Context: an optimization exercise on an open-source flow, tuned for small area. The choices shown serve that exercise and are no tape-out recipe. The RTL was checked by simulation tests, not by an equivalence proof against the original design. Power figures rest on the tool's default switching activity, not on a simulated workload.

--- flow/design.v ---
module iot_filter_param #(
    parameter int IN_W  = 8,
    parameter int BEATS = 16,
    parameter int WORDS = 8
) (
    input  logic                     clk,
    input  logic                     rst,
    input  logic                     in_en,
    input  logic [IN_W-1:0]          iot_in,
    input  logic [2:0]               fn_sel,
    input  logic [IN_W*BEATS-1:0]    lo_bound,
    input  logic [IN_W*BEATS-1:0]    hi_bound,
    output logic                     busy,
    output logic                     valid,
    output logic [IN_W*BEATS-1:0]    iot_out
);
    localparam int WORD_W = IN_W * BEATS;
    localparam int LOG2W  = $clog2(WORDS);
    localparam int BCW    = $clog2(BEATS);
    logic              busy_r;
    logic              valid_r;
    logic [BCW-1:0]    beat_cnt;
    logic [LOG2W-1:0]  word_cnt;
    logic [2:0]        fn;
    logic              peak_vld;
    logic              chg;
    logic              ag, al, bg, bl;
    logic [WORD_W-1:0] acc;
    logic [LOG2W-1:0]  ext;
    logic [LOG2W-1:0]  lowp;
    logic [WORD_W-1:0] lo;
    logic [WORD_W-1:0] hi;
    logic [BEATS-1:0]  cy;      
    logic              accept, rs, beat0, beatl;
    logic [2:0]        fn_e;
    logic              fold_now, fold_e;
    logic              is_max, is_min, is_avg, is_ext, is_rnd, force_b;
    logic [IN_W-1:0]   lo_b, hi_b, at, bt;
    logic              ag0, al0, bg0, bl0, eqa, eqb;
    logic              ag_n, al_n, bg_n, bl_n;
    logic              take;
    logic [IN_W-1:0]   addb;
    logic [IN_W:0]     sum;
    logic [LOG2W:0]    sum_lo;
    logic [IN_W-1:0]   nbyte;
    assign accept   = in_en && !busy_r;
    assign beat0    = (beat_cnt == '0);
    assign beatl    = (beat_cnt == BCW'(BEATS - 1));
    assign rs       = beat0 && (word_cnt == '0);
    assign fold_now = peak_vld && (fn_sel == fn);
    assign fn_e     = rs ? fn_sel : fn;
    assign fold_e   = rs ? fold_now : peak_vld;
    assign is_max   = (fn_e == 3'd1) || (fn_e == 3'd6);
    assign is_min   = (fn_e == 3'd2) || (fn_e == 3'd7);
    assign is_avg   = (fn_e == 3'd3);
    assign is_ext   = (fn_e[2:1] == 2'b10);
    assign is_rnd   = is_max || is_min || is_avg;
    assign force_b  = is_rnd && !fold_e && (word_cnt == '0);
    logic [BEATS-1:0] bsel;
    always_comb begin
        bsel = '0;
        bsel[beat_cnt] = 1'b1;
        lo_b = rs ? lo_bound[WORD_W-1 -: IN_W] : '0;
        hi_b = rs ? hi_bound[WORD_W-1 -: IN_W] : '0;
        for (int k = 0; k < BEATS; k++) begin
            lo_b = lo_b | ({IN_W{bsel[k] && !rs}} & lo[WORD_W-1-IN_W*k -: IN_W]);
            hi_b = hi_b | ({IN_W{bsel[k] && !rs}} & hi[WORD_W-1-IN_W*k -: IN_W]);
        end
    end
    assign at   = is_ext ? lo_b : acc[WORD_W-1 -: IN_W];
    assign bt   = hi_b;
    assign ag0  = !beat0 && ag;
    assign al0  = !beat0 && al;
    assign bg0  = !beat0 && bg;
    assign bl0  = !beat0 && bl;
    assign eqa  = !ag0 && !al0;
    assign eqb  = !bg0 && !bl0;
    assign ag_n = ag0 || (eqa && (iot_in > at));
    assign al_n = al0 || (eqa && (iot_in < at));
    assign bg_n = bg0 || (eqb && (iot_in > bt));
    assign bl_n = bl0 || (eqb && (iot_in < bt));
    assign take  = !is_rnd || force_b || (is_max && ag_n) || (is_min && al_n);
    assign addb   = {(beat0 ? {LOG2W{1'b0}} : lowp), iot_in[IN_W-1:LOG2W]};
    assign sum    = (force_b ? {IN_W{1'b0}} : at) + addb + (!force_b && hi_b[0]);
    assign sum_lo = (force_b ? {LOG2W{1'b0}} : ext) + iot_in[LOG2W-1:0];
    assign nbyte  = is_avg ? sum[IN_W-1:0] : (take ? iot_in : at);
    always_ff @(posedge clk) begin
        if (rst) begin
            busy_r   <= 1'b0;
            valid_r  <= 1'b0;
            beat_cnt <= '0;
            word_cnt <= '0;
            peak_vld <= 1'b0;
        end else begin
            busy_r  <= accept && beatl;
            valid_r <= 1'b0;
            if (accept) begin
                beat_cnt <= beat_cnt + 1'b1;
                if (rs && fn_sel != fn) peak_vld <= 1'b0;
            end
            if (busy_r) begin
                word_cnt <= word_cnt + 1'b1;
                if (fn == 3'd4)
                    valid_r <= ag && bl;
                else if (fn == 3'd5)
                    valid_r <= al || bg;
                else if (word_cnt == LOG2W'(WORDS - 1) && fn != 3'd0)
                    valid_r <= chg;
                if (word_cnt == LOG2W'(WORDS - 1) && fn[2:1] == 2'b11)
                    peak_vld <= 1'b1;
            end
        end
    end
    always_ff @(posedge clk) begin
        if (accept) begin
            ag   <= ag_n;
            al   <= al_n;
            bg   <= bg_n;
            bl   <= bl_n;
            chg  <= (rs ? !fold_now : chg) || (is_max && ag_n) || (is_min && al_n);
            acc  <= {acc[WORD_W-IN_W-1:0], nbyte};
            lowp <= iot_in[LOG2W-1:0];
            if (!rs && is_avg) begin
                for (int q = 0; q < BEATS - 1; q++)
                    if (beat_cnt == BCW'(q + 1)) hi[IN_W*(BEATS-1-q)] <= sum[IN_W];
                if (beatl) hi[0] <= sum_lo[LOG2W];
            end
            if (beatl)
                ext <= sum_lo[LOG2W-1:0];
            if (rs) begin
                fn     <= fn_sel;
                lo     <= lo_bound;
                hi     <= hi_bound;
            end
        end
    end
    localparam int RA = 5;
    localparam int RB = 10;
    logic [BEATS:0]    bc;       
    logic [BEATS:0]    bo;       
    logic              bcr_a, bcr_b;
    logic [BEATS-1:0]  bg_g, bg_p;
    for (genvar k = 0; k < BEATS; k++) begin : g_cy
        assign cy[k] = hi[IN_W*k] && (fn == 3'd3);
    end
    logic [WORD_W-1:0] tot;
    for (genvar k = 0; k < BEATS; k++) begin : g_gp
        logic [IN_W-1:0] a;
        assign a       = acc[k*IN_W +: IN_W];
        assign bg_g[k] = a[0] & cy[k] & (&a[IN_W-1:1]);
        assign bg_p[k] = (a[0] | cy[k]) & (&a[IN_W-1:1]);
    end
    assign bc[0] = 1'b0;
    assign bo[0] = 1'b0;
    for (genvar k = 0; k < BEATS; k++) begin : g_bc
        assign bc[k+1] = bg_g[k] | (bg_p[k] & bc[k]);
        if (k + 1 == RA)
            assign bo[k+1] = bcr_a;
        else if (k + 1 == RB)
            assign bo[k+1] = bcr_b;
        else
            assign bo[k+1] = bg_g[k] | (bg_p[k] & bo[k]);
    end
    always_ff @(posedge clk) begin
        bcr_a <= bc[RA];
        bcr_b <= bc[RB];
    end
    for (genvar k = 0; k < BEATS; k++) begin : g_res
        logic [IN_W-1:0] a;
        logic [IN_W:0]   p;
        logic            c1;
        assign a    = acc[k*IN_W +: IN_W];
        assign c1   = (a[0] & cy[k]) | (bo[k] & (a[0] | cy[k]));
        assign tot[k*IN_W] = a[0] ^ cy[k] ^ bo[k];
        assign p[1] = 1'b1;
        for (genvar m = 1; m < IN_W; m++) begin : g_bit
            assign p[m+1] = p[m] & a[m];
            assign tot[k*IN_W+m] = a[m] ^ (c1 & p[m]);
        end
    end
    assign busy    = busy_r;
    assign valid   = valid_r;
    assign iot_out = valid_r ? tot : '0;
endmodule
--- flow/flow/run.sh ---
#!/bin/bash
# The standard ORFS layout (standard.sh, which keeps each step's log under
# orfs/logs/), with three changes:
#  - synthesis maps the logic with the area-oriented ABC script in flow/abc_area.script
#    (run from a copy of ORFS's scripts folder; nothing else in it differs);
#  - buffer_ports puts the smallest buffer cell on every input and output port;
#  - the clock tree uses clkbuf_4 buffers on clusters of up to 10 registers and no
#    dummy loads.
set -euo pipefail
rm -rf orfs_scripts
cp -rp "$FLOW_HOME/scripts" orfs_scripts
cp flow/abc_area.script orfs_scripts/abc_area.script
ADDER_MAP_FILE= SCRIPTS_DIR="$PWD/orfs_scripts" bash standard.sh synth > standard_synth.log 2>&1
export BUFFER_PORTS_ARGS="-buffer_cell sky130_fd_sc_hd__buf_1"
export CTS_ARGS="-sink_clustering_enable -repair_clock_nets -buf_list sky130_fd_sc_hd__clkbuf_4 -sink_clustering_size 8 -sink_clustering_max_diameter 40 -dont_use_dummy_load"
bash standard.sh > standard.log 2>&1
--- flow/flow/abc_area.script ---
strash
&get -n
&fraig -x
&put
scorr
dc2
dretime
strash
dch -f
amap -m
mfs3 -ae
topo
--- flow/standard.sh ---
#!/bin/bash
# synth_recipe.tcl (not shown) runs the flow's synth.tcl, then flattens the netlist and writes it again
# the make line also repeats each setting of config.mk as NAME=value (left out here)
make -C /OpenROAD-flow-scripts/flow DESIGN_CONFIG=/design/flow/config.mk WORK_HOME=/design/flow/orfs CLKGATE_MAP_FILE= SYNTH_SCRIPT=/design/flow/synth_recipe.tcl "${@:-finish}"
--- flow/config.mk ---
export PLATFORM = sky130hd
export DESIGN_NAME = iot_filter_param
export DESIGN_NICKNAME = iot_filter_param
export VERILOG_FILES = /design/flow/design.v
export SDC_FILE = /design/flow/constraint.sdc
export NUM_CORES = 4
export LEC_CHECK = 0
export ABC_AREA = 1
export CAP_MARGIN = 0
export CORE_MARGIN = 2
export CORE_UTILIZATION = 40
export PLACE_DENSITY = 0.6
export SLEW_MARGIN = 0
--- flow/constraint.sdc ---
create_clock -name core_clock -period 11.0 [get_ports {clk}]
set_input_delay 2.2000 -clock core_clock [delete_from_list [all_inputs] [get_ports {clk}]]
set_output_delay 2.2000 -clock core_clock [all_outputs]
set_load 0.01 [all_outputs]
==> metrics.log, run 1 <==
INFO  metric status = complete, no violations
INFO  metric clk_transition_reported_paths = 90 ps
INFO  metric crit_buf_inv = 3
INFO  metric io-pin-count = 400
INFO  metric grt_overflow = 0
INFO  metric slew-limit-headroom = 22.1%
INFO  metric num_vias = 13400
INFO  metric setup.worst_path.start = fn[2]
INFO  metric fin_setup_tns = 0 ps
INFO  metric rsz0062_at_grt = false
INFO  metric post_synth_mux_area_share = 0%
INFO  metric total_die_area = 0.0450 mm^2
INFO  metric timing.setup.critical_path_class = reg2out
INFO  metric die-width = 212 um
INFO  metric synth_seq_cells = 410
INFO  metric powerDensity = 147 mW/mm^2
INFO  metric worstHoldPathCells = 0
INFO  metric final_antenna_net_count = 0
INFO  metric maxClockFrequency = 98.0 MHz
INFO  metric floorplan.rows = 76
INFO  metric final_cell_count_no_fill = 2433
INFO  metric multi_input_comb_area = 0.00501 mm^2
INFO  metric max_cap_viols = 0
INFO  metric clockBufferDepth = 3
INFO  metric area_delta_synth_final = 17.9%
INFO  metric regToRegEndpoint = bcr_b
INFO  metric min-delay-start = acc[0]
INFO  metric synth-edff-count = 398
INFO  metric initial_antenna_violation_count = 13
INFO  metric tritoncts = done
INFO  metric critical_path_cell_count = 38
INFO  metric dr_wl_met3 = 4.45 mm
INFO  metric timing.critical_path.fanout_max = 16
INFO  metric first_pass_iters = 8
INFO  metric final_min_period_over_clock_period = 92.7%
INFO  metric drt-initial-drc-count = 1321
INFO  metric final_max_slew_viol_count = 0
INFO  metric static-leakage-power = 0.00672 uW
INFO  metric crit_path_end = iot_out[127]
INFO  metric via_count_of_the_first_global_routing_pass = 13100
INFO  metric crit_family = simple AND/OR/NAND/NOR gates
INFO  metric port_buffers = 399
INFO  metric dp.cells = 2347
INFO  metric crit_top_cell = and3_1
INFO  metric synthXorXnorAreaFrac = 0%
INFO  metric timing.final.crit_period = 10200 ps
INFO  metric route.final.wire_length = 53.1 mm
INFO  metric reg2reg_setup_slack = 3760 ps
INFO  metric postSynth.asyncResetShare = 0%
INFO  metric number_of_nets_in_the_synthesized_netlist = 1604
INFO  metric synth-main-ff-cell = edfxtp_1
INFO  metric nNetsFinal = 2106
INFO  metric clock_skew = 122 ps
INFO  metric mappedNetlistArea = 0.0173 mm^2
INFO  metric place_hpwl = 38.2 mm
INFO  metric post_synthesis_simple_gate_area_fraction = 14.8%
INFO  metric peakVddDrop = 0.0000902 V
INFO  metric cpMaxStageDelayCell = edfxtp_1
INFO  metric crit_path_start_kind = flip-flop
INFO  metric drive_above_1_share = 6.76%
INFO  metric finalHoldViolations = 0
INFO  metric grt_use_total = 23.5%
INFO  metric critical_path.reg2reg.startpoint = fn[2]
INFO  metric n_fill_cell = 3933
INFO  metric worst_path_largest_cell_delay = 450 ps
INFO  metric postSynthAreaPerCell = 13.0 um^2
INFO  metric synth_top_family_by_area = simple AND/OR/NAND/NOR gates
INFO  metric cts_made_buffers = 70
INFO  metric critPathArrivalTime = 8000 ps
INFO  metric cts.htree.levels = 3
INFO  metric cells_on_worst_reg2reg_path = 36
INFO  metric finalSetupViolCount = 0
INFO  metric met2_wirelength = 26.0 mm
INFO  metric fp.dieH = 212 um
INFO  metric wl_met1 = 20.8 mm
INFO  metric clockRootBuffer = clkbuf_4
INFO  metric grt_pass1_wl = 77.3 mm
INFO  metric cts_num_sinks = 410
INFO  metric yosysUniqueCellTypes = 43
INFO  metric critical_path_end_type = primary output
INFO  metric worst_endpoint_required_time = 8800 ps
INFO  metric maxUsedRoutingLayer = met5
INFO  metric timing.hold.worst.class = reg2reg
INFO  metric seq_area_frac_synth = 70.3%
INFO  metric synth-compound-area-share = 13.7%
INFO  metric clock_insertion_delay_worst_skew = 810 ps
INFO  metric worst-slew-pin-transition = 1170 ps
INFO  metric floorplan.initialDensity = 40.4%
INFO  metric drc_errors = 0
INFO  metric yosys.area_share.adder = 0%
INFO  metric cts-hold-fix-buffers = 0
INFO  metric routedWlPerCell = 21.8 um
INFO  metric detail_routed_via_count_per_cell = 5.49
INFO  metric syn-instance-count = 1334
INFO  metric seqCellArea = 0.0122 mm^2
INFO  metric core_area = 0.0429 mm^2
INFO  metric routabilityCongestion = 0.860
INFO  metric ys_warn_count = 1
INFO  metric grt_max_degree = 195
registers in the layout, summed over array words and instances, names as in the netlist:
register / count
acc: 128
hi: 128
lo: 128
beat_cnt: 4
ext: 3
fn: 3
lowp: 3
word_cnt: 3
ag: 1
al: 1
bcr_a: 1
bcr_b: 1
bg: 1
bl: 1
busy_r: 1
chg: 1
peak_vld: 1
valid_r: 1
kinds of logic (layout without fill, tap and decap cells):
group,Yosys count,after routing
AOI/OAI and AO/OA,328,328
buffers and inverters,56,556
DFF,410,410
other,0,14
and+or+nand+nor,540,540
layout make-up:
cell class / instances / area share, %
clock buffer: 70 / 2.57
multi-input combinational: 868 / 24.5
sequential: 410 / 59.6
antenna: 14 / 0.171
inverter: 56 / 1.05
timing repair buffer: 430 / 8.52
tap: 585 / 3.58
layout by cell type, fill, tap and decap left out, types with 14 or more instances in the layout:
master / count
clkbuf_4: 70
a222oi_1: 48
nor3_1: 99
a22o_1: 19
buf_4: 30
and2_0: 37
a221oi_1: 15
diode_2: 14
buf_1: 399
nand2_1: 78
a211oi_1: 20
clkinv_1: 54
a21o_1: 17
nor2_1: 181
o22ai_1: 15
a21oi_1: 45
nand3_1: 25
nor2b_1: 26
edfxtp_1: 398
a22oi_1: 24
and3_1: 50
o21ai_0: 67
nand4_1: 17
where the power goes:
part	switching (uW)	internal, uW
registers	55.8	1850
clock network	508	292
logic	200	104
how the worst min path moves through the flow:
stage                           to
after global routing      acc[110]
after detailed placement   acc[88]
after global placement     acc[78]
final                       acc[8]
after floorplan            acc[78]
after CTS                 acc[110]
cell usage after synthesis (2+ instances only):
cell	instances	area share [%]
edfxtp_1	398	69
nor2_1	190	4.1
nor3_1	99	2.9
nand2_1	78	1.7
o21ai_0	72	2.1
clkinv_1	56	1.2
and3_1	51	1.8
a222oi_1	48	2.8
a21oi_1	45	1.3
and2_0	37	1.3
nor2b_1	33	1.2
nand3_1	25	0.72
a22oi_1	24	1.0
a211oi_1	20	0.87
a22o_1	19	0.96
a21o_1	17	0.74
nand4_1	17	0.61
a221oi_1	15	0.76
o22ai_1	15	0.54
dfxtp_1	12	1.4
a31o_1	10	0.51
a2111oi_0	7	0.35
a31oi_1	5	0.18
o2111ai_1	4	0.20
o22a_1	4	0.20
nand2b_1	3	0.11
o211ai_1	3	0.13
o32ai_1	3	0.15
or3_1	3	0.11
a221o_1	2	0.12
a32o_1	2	0.12
o211a_1	2	0.12
o21a_1	2	0.087
o221a_1	2	0.13
o221ai_1	2	0.10
o32a_1	2	0.12
routing by layer:
layer / vias to the layer above / global-route usage (%)
li1: 6313 / -
met1: 6349 / 29.0
met2: 579 / 39.2
met3: 116 / 6.04
met4: 2 / 10.3
met5: - / 0
through the flow:
| stage | hold WS, ps | utilization, % | setup slack (ps) | instance area [um^2] | power, uW |
|---|---|---|---|---|---|
| floorplan | 435 | - | 1000 | 17300 | 2120 |
| global placement | 451 | 46.3 | 1610 | 19900 | 2240 |
| detailed placement | 457 | 46.3 | 1220 | 19900 | 2250 |
| CTS | 452 | 47.5 | 273 | 20400 | 3040 |
| global route | 459 | 47.7 | 19.0 | 20400 | 3150 |
| finish | 451 | 47.7 | 800 | 20400 | 3010 |
worst register-to-register path: cells and delay by family, from the launching register on:
family | cells | cell delay [ps]
AO/OA/AOI/OAI | 7 | 1300
flip-flops | 1 | 450
AND/OR/NAND/NOR | 27 | 5070
buffers and inverters | 2 | 300
timing repair:
action | 4_1_cts | 5_1_grt
gates resized for setup | 0 | 8
setup buffers | 0 | 2
hold endpoints to repair | 0 | 0
setup endpoints to repair | 0 | 6
==> run 2, diff against run 1 <==
--- a/flow/flow/run.sh
+++ b/flow/flow/run.sh
@@ -12,5 +12,5 @@
 cp flow/abc_area.script orfs_scripts/abc_area.script
 ADDER_MAP_FILE= SCRIPTS_DIR="$PWD/orfs_scripts" bash standard.sh synth > standard_synth.log 2>&1
 export BUFFER_PORTS_ARGS="-buffer_cell sky130_fd_sc_hd__buf_1"
-export CTS_ARGS="-sink_clustering_enable -repair_clock_nets -buf_list sky130_fd_sc_hd__clkbuf_4 -sink_clustering_size 8 -sink_clustering_max_diameter 40 -dont_use_dummy_load"
+export CTS_ARGS="-sink_clustering_enable -repair_clock_nets -buf_list sky130_fd_sc_hd__clkbuf_4 -sink_clustering_size 10 -sink_clustering_max_diameter 42 -dont_use_dummy_load"
 bash standard.sh > standard.log 2>&1
==> run 2 against run 1 <==
  * Worst setup slack improved by 0.82 ps
  * Critical path depth stayed put
  * Still clean
  * Global-route usage is 0.20 points lower
  * Power decreased by 2.1%
  * Highest routed layer unchanged
  * Sequential share of layout area up 0.23 points
  * Hold slack barely moved
==> metrics.log, run 2 <==
INFO  metric status = complete, no violations
INFO  metric cts_made_buffers = 60
INFO  metric clock_insertion_delay_worst_skew = 820 ps
INFO  metric drive_above_1_share = 6.25%
INFO  metric grt_use_total = 23.3%
INFO  metric floorplan.initialDensity = 40.4%
INFO  metric drt-initial-drc-count = 1385
INFO  metric n_fill_cell = 3947
INFO  metric slew-limit-headroom = 26.0%
INFO  metric synth-main-ff-cell = edfxtp_1
INFO  metric crit_path_start_kind = flip-flop
INFO  metric syn-instance-count = 1334
INFO  metric io-pin-count = 400
INFO  metric clk_transition_reported_paths = 100 ps
INFO  metric cts.htree.levels = 2
INFO  metric worst-slew-pin-transition = 1110 ps
INFO  metric worst_path_largest_cell_delay = 450 ps
INFO  metric critical_path_end_type = primary output
INFO  metric crit_top_cell = and3_1
INFO  metric initial_antenna_violation_count = 10
INFO  metric nNetsFinal = 2096
INFO  metric finalSetupViolCount = 0
INFO  metric first_pass_iters = 6
INFO  metric synth_seq_cells = 410
INFO  metric timing.critical_path.fanout_max = 16
INFO  metric synthTopCellsByCount = edfxtp_1 (398), nor2_1 (190), nor3_1 (99), nand2_1 (78), o21ai_0 (72)
INFO  metric final_min_period_over_clock_period = 92.7%
INFO  metric detailed_place.area = 0.0199 mm^2
INFO  metric number_of_nets_in_the_synthesized_netlist = 1604
INFO  metric rsz0062_at_grt = false
INFO  metric cts_num_sinks = 410
INFO  metric multi_input_comb_area = 0.00501 mm^2
INFO  metric seqCellArea = 0.0122 mm^2
INFO  metric critPathArrivalTime = 8000 ps
INFO  metric tritoncts = done
INFO  metric finalHoldViolations = 0
INFO  metric total_die_area = 0.0450 mm^2
INFO  metric clockRootBuffer = clkbuf_4
INFO  metric route.final.wire_length = 52.8 mm
INFO  metric mappedNetlistArea = 0.0173 mm^2
INFO  metric area_delta_synth_final = 17.5%
INFO  metric yosys-top-cells-area = edfxtp_1 (69%), nor2_1 (4.1%), nor3_1 (2.9%), a222oi_1 (2.8%), o21ai_0 (2.1%)
INFO  metric grt_max_degree = 195
INFO  metric postLayoutCoreUtil = 47.5%
INFO  metric final_common_cell = buf_1
INFO  metric routedWlPerCell = 21.8 um
INFO  metric holdWs = 451 ps
INFO  metric grt_overflow = 0
INFO  metric num_vias = 13400
INFO  metric static-leakage-power = 0.00667 uW
INFO  metric drc_errors = 0
INFO  metric grt_pass1_wl = 77.1 mm
INFO  metric biggestRegsByFlops = acc (128), hi (128), lo (128)
INFO  metric max_cap_viols = 0
INFO  metric postSynthAreaPerCell = 13.0 um^2
INFO  metric ys_warn_count = 1
INFO  metric clockBufferDepth = 3
INFO  metric seq_area_frac_synth = 70.3%
INFO  metric commonest_non_fill_non_tap_cells_in_the_layout = buf_1 (399), edfxtp_1 (398), nor2_1 (181)
INFO  metric final_cell_count_no_fill = 2421
INFO  metric powerDensity = 145 mW/mm^2
INFO  metric clock_skew = 90.5 ps
INFO  metric detail_routed_via_count_per_cell = 5.52
INFO  metric floorplan.rows = 76
INFO  metric worst_endpoint_required_time = 8800 ps
INFO  metric core_area = 0.0429 mm^2
INFO  metric most_instantiated_library_cell_after_synthesis = edfxtp_1
INFO  metric synth-edff-count = 398
INFO  metric maxClockFrequency = 98.0 MHz
INFO  metric via_count_of_the_first_global_routing_pass = 12900
INFO  metric place_hpwl = 38.2 mm
INFO  metric fp.dieH = 212 um
INFO  metric post-synth-top-area-fraction = 68.9%
INFO  metric dp.cells = 2347
INFO  metric peakVddDrop = 0.0000895 V
INFO  metric fin_setup_tns = 0 ps
INFO  metric final_max_slew_viol_count = 0
INFO  metric final_area = 0.0204 mm^2
INFO  metric routabilityCongestion = 0.860
INFO  metric port_buffers = 399
INFO  metric netlist.top_cell.by_area = edfxtp_1
INFO  metric timing.final.crit_period = 10200 ps
INFO  metric timing.hold.worst.class = reg2reg
INFO  metric yosysUniqueCellTypes = 43
INFO  metric postSynth.asyncResetShare = 0%
INFO  metric timing.setup.critical_path_class = reg2out
INFO  metric final_antenna_net_count = 0
INFO  metric cpMaxStageDelayCell = edfxtp_1
INFO  metric die-width = 212 um
==> run 2: cell types whose count changed in the layout (fill, tap and decap cells not counted) <==
| cell | before | now |
|---|---|---|
| clkbuf_4 | 70 | 60 |
| diode_2 | 14 | 12 |
==> run 2: critical path: cells and delay by family (launching register included) <==
family	cells	cell delay, ps
flip-flops	1	450
buffers and inverters	3	490
AND/OR/NAND/NOR	29	5140
AO/OA/AOI/OAI	6	1100
==> run 2: per-stage QoR <==
stage | setup WS (ps) | power, uW
after floorplan | 1000 | 2120
after global placement | 1610 | 2240
after detailed placement | 1220 | 2250
after CTS | 265 | 2980
after global routing | 31.9 | 3080
final | 801 | 2950
==> run 2: timing repair <==
action	4_1_cts	5_1_grt
hold buffers	0	0
buffers inserted	0	2
resized for setup	0	8
endpoints found under the setup margin	0	6
==> run 2: power by group <==
part | switching, uW | internal (uW) | leakage (uW)
combinational | 200 | 104 | 0.00248
sequential | 55.5 | 1850 | 0.00391
clock | 491 | 248 | 0.000276
==> run 2: final timing paths <==
| kind | startpoint | end | slack (ps) | depth (start not counted) |
|---|---|---|---|---|
| worst min-delay path | acc[39] | acc[47] | 450 | 0 |
| worst max-delay path | fn[2] | iot_out[127] | 800 | 38 |
| worst min register to register | acc[39] | acc[47] | 450 | 0 |
| worst max register to register | fn[2] | bcr_b | 3820 | 36 |
==> run 2: routing by layer <==
layer  track usage (%)  up-vias  wire [um]
li1                  -     6287          -
met1              28.9     6342      20400
met2              39.2      618      25900
met3              5.10      109       4590
met4              10.5        2       1890
met5                 0        -         13
==> run 2: logic make-up (layout without fill, tap and decap cells) <==
logic type	after synthesis	count (layout)	share of synthesized area (%)
AO/OA/AOI/OAI	328	328	13.7
flip-flops	410	410	70.3
AND/OR/NAND/NOR	540	540	14.8
buffers and inverters	56	546	1.21
other	0	12	0
==> run 2: final cells by class <==
cell class	count	area share [%]
clock buffers	60	2.21
inverters	56	1.06
multi-input cells	868	24.6
repair buffers	430	8.56
diodes	12	0.147
well taps	585	3.59
flip-flops and latches	410	59.9
==> run 3, diff against run 2 <==
--- a/flow/flow/run.sh
+++ b/flow/flow/run.sh
@@ -12,5 +12,5 @@
 cp flow/abc_area.script orfs_scripts/abc_area.script
 ADDER_MAP_FILE= SCRIPTS_DIR="$PWD/orfs_scripts" bash standard.sh synth > standard_synth.log 2>&1
 export BUFFER_PORTS_ARGS="-buffer_cell sky130_fd_sc_hd__buf_1"
-export CTS_ARGS="-sink_clustering_enable -repair_clock_nets -buf_list sky130_fd_sc_hd__clkbuf_4 -sink_clustering_size 10 -sink_clustering_max_diameter 42 -dont_use_dummy_load"
+export CTS_ARGS="-sink_clustering_enable -repair_clock_nets -buf_list sky130_fd_sc_hd__clkbuf_4 -sink_clustering_size 9 -sink_clustering_max_diameter 50 -dont_use_dummy_load"
 bash standard.sh > standard.log 2>&1
==> run 3 against run 2 <==
  * Still clean on timing, DRC and antenna
  * Clock skew increased by 27 ps
  * Sequential power about the same
  * First-iteration DRC count decreased by 2.7%
  * Final area decreased by 0.15%
  * Highest routed layer unchanged
==> metrics.log, run 3 <==
INFO  metric final_common_cell = buf_1
INFO  metric final_min_period_over_clock_period = 92.4%
INFO  metric number_of_nets_in_the_synthesized_netlist = 1604
INFO  metric nNetsFinal = 2091
INFO  metric maxUsedRoutingLayer = met5
INFO  metric synth-edff-count = 398
INFO  metric critical_path_end_type = primary output
INFO  metric pwr-share-clk = 24.6%
INFO  metric core_area = 0.0429 mm^2
INFO  metric most_instantiated_library_cell_after_synthesis = edfxtp_1
INFO  metric synth_seq_cells = 410
INFO  metric p_sw_share = 25.5%
INFO  metric worst_hold_endpoint = acc[123]
INFO  metric route.final.wire_length = 52.8 mm
INFO  metric post_synth_mux_area_share = 0%
INFO  metric synth_top_family_by_area = simple AND/OR/NAND/NOR gates
INFO  metric final_area = 0.0203 mm^2
INFO  metric io-pin-count = 400
INFO  metric dr_wl_met3 = 4.43 mm
INFO  metric worst_path_largest_cell_delay = 450 ps
INFO  metric initial_antenna_violation_count = 12
INFO  metric yosysUniqueCellTypes = 43
INFO  metric status = complete, no violations
INFO  metric met2_wirelength = 25.6 mm
INFO  metric synthXorXnorAreaFrac = 0%
INFO  metric finalSetupViolCount = 0
INFO  metric critical_path.reg2reg.startpoint = fn[2]
INFO  metric switchingPower = 748 uW
INFO  metric min-delay-start = acc[115]
INFO  metric cts_made_buffers = 55
INFO  metric peakVddDrop = 0.0000856 V
INFO  metric routedWlPerCell = 21.8 um
INFO  metric final_antenna_net_count = 0
INFO  metric drc_errors = 0
INFO  metric crit_top_cell = and3_1
INFO  metric synth-compound-area-share = 13.7%
INFO  metric place_hpwl = 38.2 mm
INFO  metric grt_use_total = 23.4%
INFO  metric yosys.area_share.adder = 0%
INFO  metric drive_above_1_share = 5.99%
INFO  metric floorplan.rows = 76
INFO  metric clock_skew = 118 ps
INFO  metric timing.setup.critical_path_class = reg2out
INFO  metric clock_insertion_delay_worst_skew = 820 ps
INFO  metric mappedNetlistArea = 0.0173 mm^2
INFO  metric clockRootBuffer = clkbuf_4
INFO  metric pwr-share-comb = 10.4%
INFO  metric cts.htree.levels = 2
INFO  metric worst-slew-pin-transition = 1200 ps
INFO  metric clockBufferDepth = 3
INFO  metric critPathArrivalTime = 7960 ps
INFO  metric cells_on_worst_reg2reg_path = 36
INFO  metric crit_path_start_kind = flip-flop
INFO  metric cpMaxStageDelayCell = edfxtp_1
INFO  metric first_pass_iters = 6
INFO  metric crit_family = simple AND/OR/NAND/NOR gates
INFO  metric timing.final.crit_period = 10160 ps
INFO  metric die-width = 212 um
INFO  metric grt_overflow = 0
INFO  metric crit_buf_inv = 3
INFO  metric static-leakage-power = 0.00665 uW
INFO  metric grt_pass1_wl = 77.2 mm
INFO  metric regToRegEndpoint = bcr_b
INFO  metric routabilityCongestion = 0.860
INFO  metric area_delta_synth_final = 17.3%
INFO  metric ys_warn_count = 1
INFO  metric postSynth.asyncResetShare = 0%
INFO  metric fin_setup_tns = 0 ps
INFO  metric floorplan.initialDensity = 40.4%
INFO  metric reg2reg_setup_slack = 3790 ps
INFO  metric timing.hold.worst.class = reg2reg
INFO  metric share_seq_of_total_power = 65.1%
INFO  metric detail_routed_via_count_per_cell = 5.52
INFO  metric cts_num_sinks = 410
INFO  metric wl_met1 = 20.7 mm
INFO  metric synth-main-ff-cell = edfxtp_1
INFO  metric clk_transition_reported_paths = 90 ps
INFO  metric fp.dieH = 212 um
INFO  metric finalHoldViolations = 0
INFO  metric postSynthAreaPerCell = 13.0 um^2
INFO  metric critical_path_cell_count = 38
INFO  metric worstHoldPathCells = 0
INFO  metric worst_endpoint_required_time = 8800 ps
INFO  metric timing.critical_path.fanout_max = 16
INFO  metric commonest_non_fill_non_tap_cells_in_the_layout = buf_1 (399), edfxtp_1 (398), nor2_1 (181)
INFO  metric detailed_place.area = 0.0199 mm^2
INFO  metric synthTopCellsByCount = edfxtp_1 (398), nor2_1 (190), nor3_1 (99), nand2_1 (78), o21ai_0 (72)
INFO  metric finalWorstSetupSlack = 837 ps
INFO  metric seq_area_frac_synth = 70.3%
INFO  metric grt_max_degree = 195
INFO  metric powerDensity = 144 mW/mm^2
INFO  metric max_cap_viols = 0
INFO  metric maxClockFrequency = 98.4 MHz
INFO  metric biggestRegsByFlops = acc (128), hi (128), lo (128)
INFO  metric syn-instance-count = 1334
INFO  metric power.internal = 2190 uW
INFO  metric num_vias = 13300
INFO  metric slew-limit-headroom = 19.9%
INFO  metric yosys-top-cells-area = edfxtp_1 (69%), nor2_1 (4.1%), nor3_1 (2.9%), a222oi_1 (2.8%), o21ai_0 (2.1%)
INFO  metric final_max_slew_viol_count = 0
INFO  metric via_count_of_the_first_global_routing_pass = 12900
INFO  metric port_buffers = 399
INFO  metric tritoncts = done
INFO  metric netlist.top_cell.by_area = edfxtp_1
INFO  metric drt-initial-drc-count = 1347
INFO  metric post-synth-top-area-fraction = 68.9%
INFO  metric rsz0062_at_grt = false
INFO  metric post_synthesis_simple_gate_area_fraction = 14.8%
INFO  metric dpl_worst_slack = 1220 ps
INFO  metric total_die_area = 0.0450 mm^2
-- run 3: changes by cell type in the layout (fill, tap and decap cells not counted), sizes merged --
| cell | delta |
|---|---|
| clkbuf | -5 |
| diode | +3 |
-- run 3: layer usage --
layer / track usage, % / up-vias
li1: - / 6289
met5: 0 / -
met4: 11.2 / 2
met2: 38.9 / 602
met1: 29.1 / 6336
met3: 4.95 / 120
-- run 3: power by group through the flow --
stage / sequential (uW) / combinational, uW / clock, uW
global route: 1920 / 338 / 804
CTS: 1910 / 304 / 747
finish: 1910 / 304 / 721
global placement: 1940 / 298 / 0
floorplan: 1940 / 181 / 0
detailed placement: 1940 / 303 / 0
-- run 3: kinds of logic after synthesis --
| family | after synthesis |
|---|---|
| and+or+nand+nor | 540 |
| DFF | 410 |
| buffers and inverters | 56 |
| AOI/OAI and AO/OA | 328 |
-- run 3: area by class of cell --
| class | count | area (um^2) |
|---|---|---|
| fillers | 3956 | 22500 |
| flip-flops and latches | 410 | 12200 |
| multi-input cells | 868 | 5010 |
| repair buffers | 430 | 1740 |
| well taps | 585 | 732 |
| clock buffers | 55 | 413 |
| inverters | 56 | 215 |
| diodes | 15 | 37.5 |
-- run 3: worst max-delay path by stage --
stage	from	endpoint	slack, ps
after global routing	fn[2]	iot_out[127]	40
after CTS	fn[2]	iot_out[127]	280
after floorplan	beat_cnt[1]	hi[104]	1000
after global placement	fn[2]	iot_out[127]	1610
final	fn[2]	iot_out[127]	840
after detailed placement	fn[2]	iot_out[127]	1220
-- run 3: through the flow --
| stage | power (uW) | util [%] | std cells | hold slack (ps) |
|---|---|---|---|---|
| 2_1_floorplan | 2120 | - | 1334 | 435 |
| 3_3_place_gp | 2240 | 46.3 | 2347 | 451 |
| 3_5_place_dp | 2250 | 46.3 | 2347 | 457 |
| 4_1_cts | 2960 | 47.3 | 2402 | 472 |
| 5_1_grt | 3060 | 47.4 | 2415 | 484 |
| 6_report | 2930 | 47.4 | 2419 | 470 |
-- run 3: worst register-to-register path, delay by kind of cell, from the launching register on --
family,cells,cell delay [ps]
flip-flops,1,450
AO/OA/AOI/OAI,7,1280
buffers and inverters,2,300
AND/OR/NAND/NOR,27,5080
-- run 3: what timing repair did --
item / 4_1_cts / 5_1_grt
hold buffers: 0 / 0
endpoints found under the setup margin: 0 / 6
resized for setup: 0 / 8
buffers inserted: 0 / 2
==> run 4, diff against run 3 <==
--- a/flow/flow/run.sh
+++ b/flow/flow/run.sh
@@ -1,10 +1,12 @@
 #!/bin/bash
 # The standard ORFS layout (standard.sh, which keeps each step's log under
 # orfs/logs/), with three changes:
-#  - synthesis maps the logic with the area-oriented ABC script in flow/abc_area.script
-#    (run from a copy of ORFS's scripts folder; nothing else in it differs);
+#  - synthesis maps all the logic with the area-oriented ABC script in
+#    flow/abc_area.script (run from a copy of ORFS's scripts folder; nothing else in it
+#    differs), without first mapping adders to the platform's full/half adder cells
+#    (ADDER_MAP_FILE empty); registers are mapped exactly as in the standard flow;
 #  - buffer_ports puts the smallest buffer cell on every input and output port;
-#  - the clock tree uses clkbuf_4 buffers on clusters of up to 10 registers and no
+#  - the clock tree uses clkbuf_4 buffers on clusters of up to 9 registers and no
 #    dummy loads.
 set -euo pipefail
 rm -rf orfs_scripts
==> run 4 against run 3 <==
  * Still clean on timing, DRC and antenna
  * Fmax unchanged
  * Critical path depth is the same
  * Synthesized cell count unchanged
  * Power is the same
  * Clock skew unchanged
  * Routed wire length unchanged
  * Critical endpoint unchanged
  * Largest power group unchanged
==> metrics.log, run 4 <==
INFO  metric status = complete, no violations
INFO  metric seqCellArea = 0.0122 mm^2
INFO  metric port_buffers = 399
INFO  metric n_fill_cell = 3956
INFO  metric synth_seq_cells = 410
INFO  metric biggestRegsByFlops = acc (128), hi (128), lo (128)
INFO  metric drive_above_1_share = 5.99%
INFO  metric dp.cells = 2347
INFO  metric io-pin-count = 400
INFO  metric finalSetupViolCount = 0
INFO  metric timing.hold.worst.class = reg2reg
INFO  metric synth-edff-count = 398
INFO  metric total_die_area = 0.0450 mm^2
INFO  metric fp.dieH = 212 um
INFO  metric worst-slew-pin-transition = 1200 ps
INFO  metric nNetsFinal = 2091
INFO  metric timing.final.crit_period = 10160 ps
INFO  metric mappedNetlistArea = 0.0173 mm^2
INFO  metric grt_pass1_wl = 77.2 mm
INFO  metric final_max_slew_viol_count = 0
INFO  metric yosys-top-cells-area = edfxtp_1 (69%), nor2_1 (4.1%), nor3_1 (2.9%), a222oi_1 (2.8%), o21ai_0 (2.1%)
INFO  metric worst_endpoint_required_time = 8800 ps
INFO  metric cts_num_sinks = 410
INFO  metric cts_made_buffers = 55
INFO  metric critical_path_end_type = primary output
INFO  metric critPathArrivalTime = 7960 ps
INFO  metric place_hpwl = 38.2 mm
INFO  metric clock_insertion_delay_worst_skew = 820 ps
INFO  metric worstHoldPathCells = 0
INFO  metric first_pass_iters = 6
INFO  metric number_of_nets_in_the_synthesized_netlist = 1604
INFO  metric route.final.wire_length = 52.8 mm
INFO  metric grt_use_total = 23.4%
INFO  metric cts.htree.levels = 2
INFO  metric timing.setup.critical_path_class = reg2out
INFO  metric area_delta_synth_final = 17.3%
INFO  metric post-synth-top-area-fraction = 68.9%
INFO  metric clockRootBuffer = clkbuf_4
INFO  metric floorplan.initialDensity = 40.4%
INFO  metric routabilityCongestion = 0.860
INFO  metric yosysUniqueCellTypes = 43
INFO  metric synth-main-ff-cell = edfxtp_1
INFO  metric commonest_non_fill_non_tap_cells_in_the_layout = buf_1 (399), edfxtp_1 (398), nor2_1 (181)
INFO  metric maxClockFrequency = 98.4 MHz
INFO  metric num_vias = 13300
INFO  metric finalHoldViolations = 0
INFO  metric floorplan.rows = 76
INFO  metric rsz0062_at_grt = false
INFO  metric synthTopCellsByCount = edfxtp_1 (398), nor2_1 (190), nor3_1 (99), nand2_1 (78), o21ai_0 (72)
INFO  metric final_min_period_over_clock_period = 92.4%
INFO  metric drc_errors = 0
INFO  metric crit_path_start_kind = flip-flop
INFO  metric via_count_of_the_first_global_routing_pass = 12900
INFO  metric initial_antenna_violation_count = 12
INFO  metric peakVddDrop = 0.0000856 V
INFO  metric cpMaxStageDelayCell = edfxtp_1
INFO  metric critical_path.reg2reg.startpoint = fn[2]
INFO  metric static-leakage-power = 0.00665 uW
INFO  metric postSynthAreaPerCell = 13.0 um^2
INFO  metric crit_top_cell = and3_1
INFO  metric netlist.top_cell.by_area = edfxtp_1
INFO  metric tritoncts = done
INFO  metric clockBufferDepth = 3
INFO  metric cts-hold-fix-buffers = 0
INFO  metric worst_path_largest_cell_delay = 450 ps
INFO  metric seq_area_frac_synth = 70.3%
INFO  metric syn-instance-count = 1334
INFO  metric detail_routed_via_count_per_cell = 5.52
INFO  metric final_cell_count_no_fill = 2419
INFO  metric powerDensity = 144 mW/mm^2
INFO  metric clk_transition_reported_paths = 90 ps
INFO  metric fin_setup_tns = 0 ps
INFO  metric core_area = 0.0429 mm^2
INFO  metric min-delay-start = acc[115]
INFO  metric clock_skew = 118 ps
INFO  metric multi_input_comb_area = 0.00501 mm^2
INFO  metric postSynth.asyncResetShare = 0%
INFO  metric most_instantiated_library_cell_after_synthesis = edfxtp_1
INFO  metric setup.worst_path.start = fn[2]
INFO  metric drt-initial-drc-count = 1347
INFO  metric timing.critical_path.fanout_max = 16
INFO  metric final_antenna_net_count = 0
INFO  metric grt_overflow = 0
INFO  metric slew-limit-headroom = 19.9%
INFO  metric ys_warn_count = 1
INFO  metric max_cap_viols = 0
INFO  metric cells_on_worst_reg2reg_path = 36
INFO  metric final_common_cell = buf_1
INFO  metric die-width = 212 um
INFO  metric grt_max_degree = 195
INFO  metric routedWlPerCell = 21.8 um
-- run 4: cell counts after synthesis --
No cell type changed its count.
-- run 4: repair_timing --
action / CTS / global route
resized for setup: 0 / 8
endpoints found under the hold margin: 0 / 0
buffers inserted: 0 / 2
setup endpoints to repair: 0 / 6
-- run 4: routing by layer --
metal	global-route usage [%]	vias to the layer above	share of wire [%]
met2	38.9	602	49
met1	29.1	6336	39
met5	0	-	0.017
met3	4.95	120	8.4
met4	11.2	2	3.9
li1	-	6289	-
-- run 4: kinds of logic after synthesis --
family                 after synthesis  share of synthesized area (%)
flip-flops                         410                           70.3
AND/OR/NAND/NOR                    540                           14.8
buffers and inverters               56                           1.21
AO/OA/AOI/OAI                      328                           13.7
-- run 4: worst paths after layout --
check,to,slack [ps]
max,iot_out[127],840
min,acc[123],470
max reg2reg,bcr_b,3790
min reg2reg,acc[123],470
-- run 4: critical path, delay by kind of cell (launching register included) --
family	cells	cell delay (ps)
flip-flops	1	450
AND/OR/NAND/NOR	29	5140
AO/OA/AOI/OAI	6	1110
buffers and inverters	3	490
-- run 4: layout make-up --
cell class	count	area share, %
antenna	15	0.185
clock buffer	55	2.03
inverter	56	1.06
timing repair buffer	430	8.57
sequential	410	59.9
multi-input combinational	868	24.6
tap	585	3.60
-- run 4: report_power, final --
part | switching, uW | internal [uW] | total [uW]
Clock | 493 | 228 | 721
Sequential | 55.8 | 1850 | 1910
Combinational | 200 | 104 | 304
Total | 748 | 2190 | 2930
-- run 4: through the flow --
step                power (uW)  worst slack (ps)  hold slack (ps)  instance area [um^2]  util (%)
floorplan                 2120              1000              435                 17300         -
global placement          2240              1610              451                 19900      46.3
detailed placement        2250              1220              457                 19900      46.3
CTS                       2960               276              472                 20300      47.3
global route              3060              37.1              484                 20300      47.4
finish                    2930               837              470                 20300      47.4
==> run 5, diff against run 4 <==
--- a/flow/design.v
+++ b/flow/design.v
@@ -26,8 +26,8 @@
     logic              chg;
     logic              ag, al, bg, bl;
     logic [WORD_W-1:0] acc;
-    logic [LOG2W-1:0]  ext;
-    logic [LOG2W-1:0]  lowp;
+    logic [LOG2W-1:0]  ext;     
+    logic [LOG2W-1:0]  lowp;    
     logic [WORD_W-1:0] lo;
     logic [WORD_W-1:0] hi;
     logic [BEATS-1:0]  cy;      
@@ -80,6 +80,8 @@
     assign bg_n = bg0 || (eqb && (iot_in > bt));
     assign bl_n = bl0 || (eqb && (iot_in < bt));
     assign take  = !is_rnd || force_b || (is_max && ag_n) || (is_min && al_n);
+    assign lowp   = lo[LOG2W-1:0];
+    assign ext    = lo[2*LOG2W-1:LOG2W];
     assign addb   = {(beat0 ? {LOG2W{1'b0}} : lowp), iot_in[IN_W-1:LOG2W]};
     assign sum    = (force_b ? {IN_W{1'b0}} : at) + addb + (!force_b && hi_b[0]);
     assign sum_lo = (force_b ? {LOG2W{1'b0}} : ext) + iot_in[LOG2W-1:0];
@@ -119,18 +121,19 @@
             bl   <= bl_n;
             chg  <= (rs ? !fold_now : chg) || (is_max && ag_n) || (is_min && al_n);
             acc  <= {acc[WORD_W-IN_W-1:0], nbyte};
-            lowp <= iot_in[LOG2W-1:0];
             if (!rs && is_avg) begin
                 for (int q = 0; q < BEATS - 1; q++)
                     if (beat_cnt == BCW'(q + 1)) hi[IN_W*(BEATS-1-q)] <= sum[IN_W];
                 if (beatl) hi[0] <= sum_lo[LOG2W];
             end
-            if (beatl)
-                ext <= sum_lo[LOG2W-1:0];
             if (rs) begin
                 fn     <= fn_sel;
                 lo     <= lo_bound;
                 hi     <= hi_bound;
+            end
+            if (is_avg) begin
+                lo[LOG2W-1:0] <= iot_in[LOG2W-1:0];
+                if (beatl) lo[2*LOG2W-1:LOG2W] <= sum_lo[LOG2W-1:0];
             end
         end
     end
==> run 5 against run 4 <==
  * Combinational power decreased by 5%
  * Via count increased by 1.3%
  * Clock skew decreased by 25 ps
  * Non-clock buffer count decreased by 1
==> metrics.log, run 5 <==
INFO  metric clock_skew = 93.2 ps
INFO  metric die-width = 212 um
INFO  metric final_common_cell = buf_1
INFO  metric final_cell_count_no_fill = 2391
INFO  metric slew-limit-headroom = 25.2%
INFO  metric timing.critical_path.fanout_max = 16
INFO  metric io-pin-count = 400
INFO  metric fin_setup_tns = 0 ps
INFO  metric postSynthAreaPerCell = 12.7 um^2
INFO  metric cpMaxStageDelayCell = edfxtp_1
INFO  metric status = complete, no violations
INFO  metric floorplan.rows = 76
INFO  metric final_min_period_over_clock_period = 92.1%
INFO  metric area_delta_synth_final = 16.8%
INFO  metric synth_seq_cells = 404
INFO  metric powerDensity = 142 mW/mm^2
INFO  metric grt_pass1_wl = 77.9 mm
INFO  metric worst_path_largest_cell_delay = 450 ps
INFO  metric max_cap_viols = 0
INFO  metric mappedNetlistArea = 0.0172 mm^2
INFO  metric initial_antenna_violation_count = 11
INFO  metric worst-slew-pin-transition = 1120 ps
INFO  metric routabilityCongestion = 0.900
INFO  metric timing.hold.worst.class = reg2reg
INFO  metric routedWlPerCell = 22.3 um
INFO  metric critical_path_end_type = primary output
INFO  metric maxClockFrequency = 98.7 MHz
INFO  metric clock_insertion_delay_worst_skew = 850 ps
INFO  metric seq_area_frac_synth = 69.7%
INFO  metric power.internal = 2140 uW
INFO  metric postSynth.asyncResetShare = 0%
INFO  metric cts_num_sinks = 404
INFO  metric total_die_area = 0.0448 mm^2
INFO  metric ys_warn_count = 1
INFO  metric route.final.wire_length = 53.3 mm
INFO  metric biggestRegsByFlops = acc (128), hi (128), lo (128)
INFO  metric finalSetupViolCount = 0
INFO  metric finalHoldViolations = 0
INFO  metric multi_input_comb_area = 0.00506 mm^2
INFO  metric rsz0062_at_grt = false
INFO  metric netlist.top_cell.by_area = edfxtp_1
INFO  metric nNetsFinal = 2107
INFO  metric first_pass_iters = 8
INFO  metric final_antenna_net_count = 0
INFO  metric pwr-share-comb = 10.1%
INFO  metric fp.dieH = 212 um
INFO  metric worst_endpoint_required_time = 8800 ps
INFO  metric num_vias = 13500
INFO  metric cells_on_worst_reg2reg_path = 27
INFO  metric pwr-share-clk = 24.6%
INFO  metric detailed_place.area = 0.0197 mm^2
INFO  metric number_of_nets_in_the_synthesized_netlist = 1623
INFO  metric cts.htree.levels = 2
INFO  metric dp.cells = 2325
INFO  metric clockBufferDepth = 3
INFO  metric via_count_of_the_first_global_routing_pass = 12900
INFO  metric grt_overflow = 0
INFO  metric tritoncts = done
INFO  metric core_area = 0.0428 mm^2
INFO  metric syn-instance-count = 1353
INFO  metric drt-initial-drc-count = 1185
INFO  metric drc_errors = 0
INFO  metric seqCellArea = 0.0120 mm^2
INFO  metric detail_routed_via_count_per_cell = 5.66
INFO  metric synth-main-ff-cell = edfxtp_1
INFO  metric p_sw_share = 25.5%
INFO  metric clockRootBuffer = clkbuf_4
INFO  metric final_area = 0.0201 mm^2
INFO  metric share_seq_of_total_power = 65.3%
INFO  metric drive_above_1_share = 5.78%
INFO  metric final_max_slew_viol_count = 0
INFO  metric clk_transition_reported_paths = 100 ps
INFO  metric timing.setup.critical_path_class = reg2out
INFO  metric post-synth-top-area-fraction = 68.3%
INFO  metric yosys-top-cells-area = edfxtp_1 (68%), nor2_1 (4.2%), nor3_1 (2.9%), a222oi_1 (2.7%), o21ai_0 (2.4%)
INFO  metric yosysUniqueCellTypes = 44
INFO  metric grt_max_degree = 81
INFO  metric switchingPower = 731 uW
INFO  metric place_hpwl = 38.7 mm
INFO  metric commonest_non_fill_non_tap_cells_in_the_layout = buf_1 (399), edfxtp_1 (392), nor2_1 (176)
INFO  metric n_fill_cell = 3942
INFO  metric floorplan.initialDensity = 40.3%
INFO  metric holdWs = 458 ps
INFO  metric crit_path_start_kind = flip-flop
INFO  metric timing.final.crit_period = 10130 ps
INFO  metric grt_use_total = 23.7%
INFO  metric most_instantiated_library_cell_after_synthesis = edfxtp_1
INFO  metric synth-edff-count = 392
INFO  metric crit_top_cell = and3_1
INFO  metric cts-hold-fix-buffers = 0
INFO  metric synthTopCellsByCount = edfxtp_1 (392), nor2_1 (193), nor3_1 (99), nand2_1 (92), o21ai_0 (83)
INFO  metric worstHoldPathCells = 0
INFO  metric static-leakage-power = 0.00659 uW
INFO  metric critPathArrivalTime = 7930 ps
INFO  metric peakVddDrop = 0.0000762 V
INFO  metric cts_made_buffers = 53
INFO  metric port_buffers = 399
-- run 5: cell count changes after synthesis, sizes merged, moves of 7 or more --
cell    change
o21ai      +11
a31o        -8
o22ai       +7
o21a        +8
nand2      +14
a221oi      +8
nand3       -9
-- run 5: cells by family (layout without fill, tap and decap cells) --
kind of cell / count (synthesis) / in the layout / share of synthesized area (%)
DFF: 404 / 404 / 69.7
other: 0 / 10 / 0
AOI/OAI and AO/OA: 340 / 340 / 13.9
and+or+nand+nor: 548 / 548 / 15.0
buffers and inverters: 59 / 541 / 1.29
xor gates and xnor gates: 1 / 1 / 0.0508
muxes: 1 / 1 / 0.0581
-- run 5: repair_timing --
item,in CTS,in global routing
resized for setup,0,7
endpoints found under the setup margin,0,6
setup buffers,0,3
-- run 5: critical path: cells and delay by family, from the launching register on --
kind | cells | cell delay (ps)
AOI/OAI and AO/OA | 6 | 1060
and+or+nand+nor | 29 | 5160
buffers and inverters | 3 | 490
DFF | 1 | 450
-- run 5: metrics by stage --
stage               setup slack [ps]  utilization (%)  total power, uW
floorplan                       2000                -             2070
global placement                1590             46.0             2180
detailed placement              1230             46.0             2190
CTS                              357             46.9             2890
global route                    44.2             47.0             2990
finish                           865             47.0             2870
-- run 5: final cells by class --
cell class / count / share of cell area [%]
Sequential cell: 404 / 59.7
Multi-Input combinational cell: 890 / 25.1
Timing Repair Buffer: 429 / 8.56
Tap cell: 546 / 3.39
Clock buffer: 53 / 1.98
Inverter: 59 / 1.11
Antenna cell: 10 / 0.124
-- run 5: routing by layer --
layer,vias up,GRT usage [%],share of wire [%]
met5,-,0,0.11
met4,8,7.53,2.5
met3,94,6.04,8.4
met2,594,39.8,49
met1,6516,30.0,40
li1,6315,-,-
-- run 5: power by group through the flow --
stage / Combinational [uW] / Clock (uW) / Sequential [uW]
final: 290 / 705 / 1870
after global routing: 322 / 782 / 1880
after CTS: 286 / 727 / 1870
after detailed placement: 285 / 0 / 1910
after global placement: 279 / 0 / 1910
after floorplan: 172 / 0 / 1890
-- run 5: path summary, 6_finish.rpt --
path | from | end | slack (ps)
worst min-delay path | acc[44] | acc[52] | 460
worst max-delay path | fn[2] | iot_out[127] | 870
worst min register to register | acc[44] | acc[52] | 460
worst max register to register | beat_cnt[1] | acc[4] | 3730
==> run 6, diff against run 5 <==
--- a/flow/flow/run.sh
+++ b/flow/flow/run.sh
@@ -14,5 +14,5 @@
 cp flow/abc_area.script orfs_scripts/abc_area.script
 ADDER_MAP_FILE= SCRIPTS_DIR="$PWD/orfs_scripts" bash standard.sh synth > standard_synth.log 2>&1
 export BUFFER_PORTS_ARGS="-buffer_cell sky130_fd_sc_hd__buf_1"
-export CTS_ARGS="-sink_clustering_enable -repair_clock_nets -buf_list sky130_fd_sc_hd__clkbuf_4 -sink_clustering_size 9 -sink_clustering_max_diameter 50 -dont_use_dummy_load"
+export CTS_ARGS="-sink_clustering_enable -repair_clock_nets -buf_list sky130_fd_sc_hd__clkbuf_2 -sink_clustering_size 6 -sink_clustering_max_diameter 35 -dont_use_dummy_load"
 bash standard.sh > standard.log 2>&1
==> run 6 against run 5 <==
  * Final area grew 0.38%
  * Global-route usage increased by 0.084 points
  * Critical path depth stayed put
  * Final cell count rose by 1.5%
  * Area after synthesis is the same
  * Power is 0.75% higher
  * Flip-flop and latch count did not move
  * Clock skew grew 36 ps
  * Hold slack lost 67 ps
  * Count of clock-buffer cells in the layout is 34 higher
  * Die area unchanged
  * Routed wire length is 0.23% higher
  * Critical endpoint unchanged
  * Largest cell class unchanged
  * Largest power group unchanged
==> metrics.log, run 6 <==
INFO  metric crit_top_cell = and3_1
INFO  metric ys_warn_count = 1
INFO  metric place_hpwl = 38.7 mm
INFO  metric finalHoldViolations = 0
INFO  metric routedWlPerCell = 22.0 um
INFO  metric postLayoutCoreUtil = 47.2%
INFO  metric most_instantiated_library_cell_after_synthesis = edfxtp_1
INFO  metric cts-hold-fix-buffers = 0
INFO  metric route.final.wire_length = 53.4 mm
INFO  metric drt-initial-drc-count = 1159
INFO  metric clk_transition_reported_paths = 110 ps
INFO  metric routabilityCongestion = 0.900
INFO  metric finalSetupViolCount = 0
INFO  metric number_of_nets_in_the_synthesized_netlist = 1623
INFO  metric seq_area_frac_synth = 69.7%
INFO  metric postSynth.asyncResetShare = 0%
INFO  metric final_cell_count_no_fill = 2427
INFO  metric yosys-top-cells-area = edfxtp_1 (68%), nor2_1 (4.2%), nor3_1 (2.9%), a222oi_1 (2.7%), o21ai_0 (2.4%)
INFO  metric synthTopCellsByCount = edfxtp_1 (392), nor2_1 (193), nor3_1 (99), nand2_1 (92), o21ai_0 (83)
INFO  metric critPathArrivalTime = 8040 ps
INFO  metric reg2reg_setup_slack = 3730 ps
INFO  metric final_max_slew_viol_count = 0
INFO  metric postSynthAreaPerCell = 12.7 um^2
INFO  metric maxClockFrequency = 97.7 MHz
INFO  metric commonest_non_fill_non_tap_cells_in_the_layout = buf_1 (399), edfxtp_1 (392), nor2_1 (176)
INFO  metric syn-instance-count = 1353
INFO  metric yosysUniqueCellTypes = 44
INFO  metric port_buffers = 399
INFO  metric cts_made_buffers = 87
INFO  metric timing.critical_path.fanout_max = 16
INFO  metric final_antenna_net_count = 0
INFO  metric powerDensity = 143 mW/mm^2
INFO  metric floorplan.initialDensity = 40.3%
INFO  metric synth-edff-count = 392
INFO  metric timing.hold.worst.class = reg2reg
INFO  metric grt_max_degree = 81
INFO  metric clock_insertion_delay_worst_skew = 1040 ps
INFO  metric max_cap_viols = 0
INFO  metric core_area = 0.0428 mm^2
INFO  metric clockRootBuffer = clkbuf_2
INFO  metric num_vias = 13500
INFO  metric cts.htree.levels = 3
INFO  metric final_common_cell = buf_1
INFO  metric via_count_of_the_first_global_routing_pass = 13100
INFO  metric clock_skew = 130 ps
INFO  metric floorplan.rows = 76
INFO  metric synth_seq_cells = 404
INFO  metric tritoncts = done
INFO  metric first_pass_iters = 8
INFO  metric detail_routed_via_count_per_cell = 5.58
INFO  metric timing.final.crit_period = 10240 ps
INFO  metric netlist.top_cell.by_area = edfxtp_1
INFO  metric worst_path_largest_cell_delay = 430 ps
INFO  metric drive_above_1_share = 7.91%
INFO  metric critical_path_end_type = primary output
INFO  metric cpMaxStageDelayCell = edfxtp_1
INFO  metric crit_path_start_kind = flip-flop
INFO  metric worst_endpoint_required_time = 8800 ps
INFO  metric synth-main-ff-cell = edfxtp_1
INFO  metric slew-limit-headroom = 24.8%
INFO  metric initial_antenna_violation_count = 13
INFO  metric nNetsFinal = 2143
INFO  metric worst-slew-pin-transition = 1120 ps
INFO  metric cts_num_sinks = 404
INFO  metric grt_pass1_wl = 78.2 mm
INFO  metric io-pin-count = 400
INFO  metric fp.dieH = 212 um
INFO  metric area_delta_synth_final = 17.2%
INFO  metric timing.setup.critical_path_class = reg2out
INFO  metric post-synth-top-area-fraction = 68.3%
INFO  metric grt_overflow = 0
INFO  metric grt_use_total = 23.7%
INFO  metric status = complete, no violations
INFO  metric die-width = 212 um
INFO  metric drc_errors = 0
INFO  metric dp.cells = 2325
INFO  metric static-leakage-power = 0.00672 uW
INFO  metric n_fill_cell = 3965
INFO  metric total_die_area = 0.0448 mm^2
INFO  metric biggestRegsByFlops = acc (128), hi (128), lo (128)
INFO  metric final_min_period_over_clock_period = 93.1%
INFO  metric mappedNetlistArea = 0.0172 mm^2
INFO  metric peakVddDrop = 0.0000812 V
INFO  metric clockBufferDepth = 3
[run 6: worst paths after layout]
kind                              start           end  cells after the start
worst min register to register  acc[28]       acc[36]                      0
worst min-delay path            acc[28]       acc[36]                      0
worst max-delay path              fn[2]  iot_out[127]                     38
worst max register to register    fn[2]         bcr_b                     34
[run 6: report_power, final]
group / switching, uW / total [uW] / internal (uW)
clock network: 520 / 725 / 205
logic: 193 / 291 / 98.0
registers: 53.7 / 1870 / 1820
total: 767 / 2890 / 2120
[run 6: kinds of logic (layout without fill, tap and decap cells)]
| kind of cell | count (synthesis) | in the layout | share of synthesized area, % |
|---|---|---|---|
| other | 0 | 10 | 0 |
| AND/OR/NAND/NOR | 548 | 548 | 15.0 |
| AO/OA/AOI/OAI | 340 | 340 | 13.9 |
| buffers and inverters | 59 | 577 | 1.29 |
| multiplexers | 1 | 1 | 0.0581 |
| flip-flops | 404 | 404 | 69.7 |
| XOR/XNOR | 1 | 1 | 0.0508 |
[run 6: stage by stage]
step                      TNS, ps  power, uW  instance area [um^2]  setup slack (ps)  hold WS (ps)
after detailed placement        0       2190                 19700              1230           446
final                           0       2890                 20200               760           391
after floorplan                 0       2070                 17200              2000           435
after global placement          0       2180                 19700              1590           443
after CTS                       0       2910                 20100              43.3           369
after global routing        -2.45       3010                 20200             -2.45           382
[run 6: per-layer routing]
layer,GRT usage [%],up-vias,wire (um)
met3,6.71,99,4690
met2,39.7,587,26000
met5,0,-,69
met4,8.31,10,1270
met1,29.6,6472,21400
li1,-,6378,-
[run 6: area by class of cell]
type,instances,area [um^2],share of cell area (%)
Antenna cell,10,25.0,0.124
Clock buffer,87,435,2.16
Inverter,59,224,1.11
Multi-Input combinational cell,890,5080,25.2
Sequential cell,404,12000,59.5
Tap cell,546,683,3.38
Timing Repair Buffer,431,1740,8.60
[run 6: timing repair]
item,in CTS,in global routing
gates resized for setup,0,13
endpoints found under the setup margin,0,7
setup buffers,0,5
endpoints found under the hold margin,0,0
[run 6: critical path: cells and delay by family (launching register included)]
family | cells | cell delay (ps)
buffers and inverters | 3 | 490
and+or+nand+nor | 29 | 5070
DFF | 1 | 430
AOI/OAI and AO/OA | 6 | 1010

re-timing with driven ports:
The results above use ideal ports. As a check the final layouts listed here were re-extracted and re-timed, cells and wires unchanged. Step 1 assumes that a clkbuf_16 drives the clock port and a buf_2 every other input. Step 2, shift: input delay + t, output delay - t, t = (earliest + latest rising clock arrival at the registers) / 2. This alone moves slack from input paths to output paths. a / b / c = no drivers / after step 1 / after step 2; a / b = the first two.
run | t (ns) | setup WS [ns] | worst hold slack (ns) | clock arrival spread, ns
run 1 | 0.802 | 0.800 / 0.748 / 1.550 | 0.451 / 0.451 / 0.451 | 0.123 / 0.123
run 2 | 0.830 | 0.801 / 0.749 / 1.579 | 0.451 / 0.451 / 0.451 | 0.097 / 0.097
run 3 | 0.816 | 0.837 / 0.786 / 1.602 | 0.470 / 0.470 / 0.470 | 0.128 / 0.128
run 4 | 0.816 | 0.837 / 0.786 / 1.602 | 0.470 / 0.470 / 0.470 | 0.128 / 0.128
run 5 | 0.853 | 0.865 / 0.816 / 1.668 | 0.458 / 0.458 / 0.458 | 0.093 / 0.093
run 6 | 1.024 | 0.760 / 0.711 / 1.736 | 0.391 / 0.391 / 0.391 | 0.131 / 0.131
After both steps every run listed still meets setup and hold.
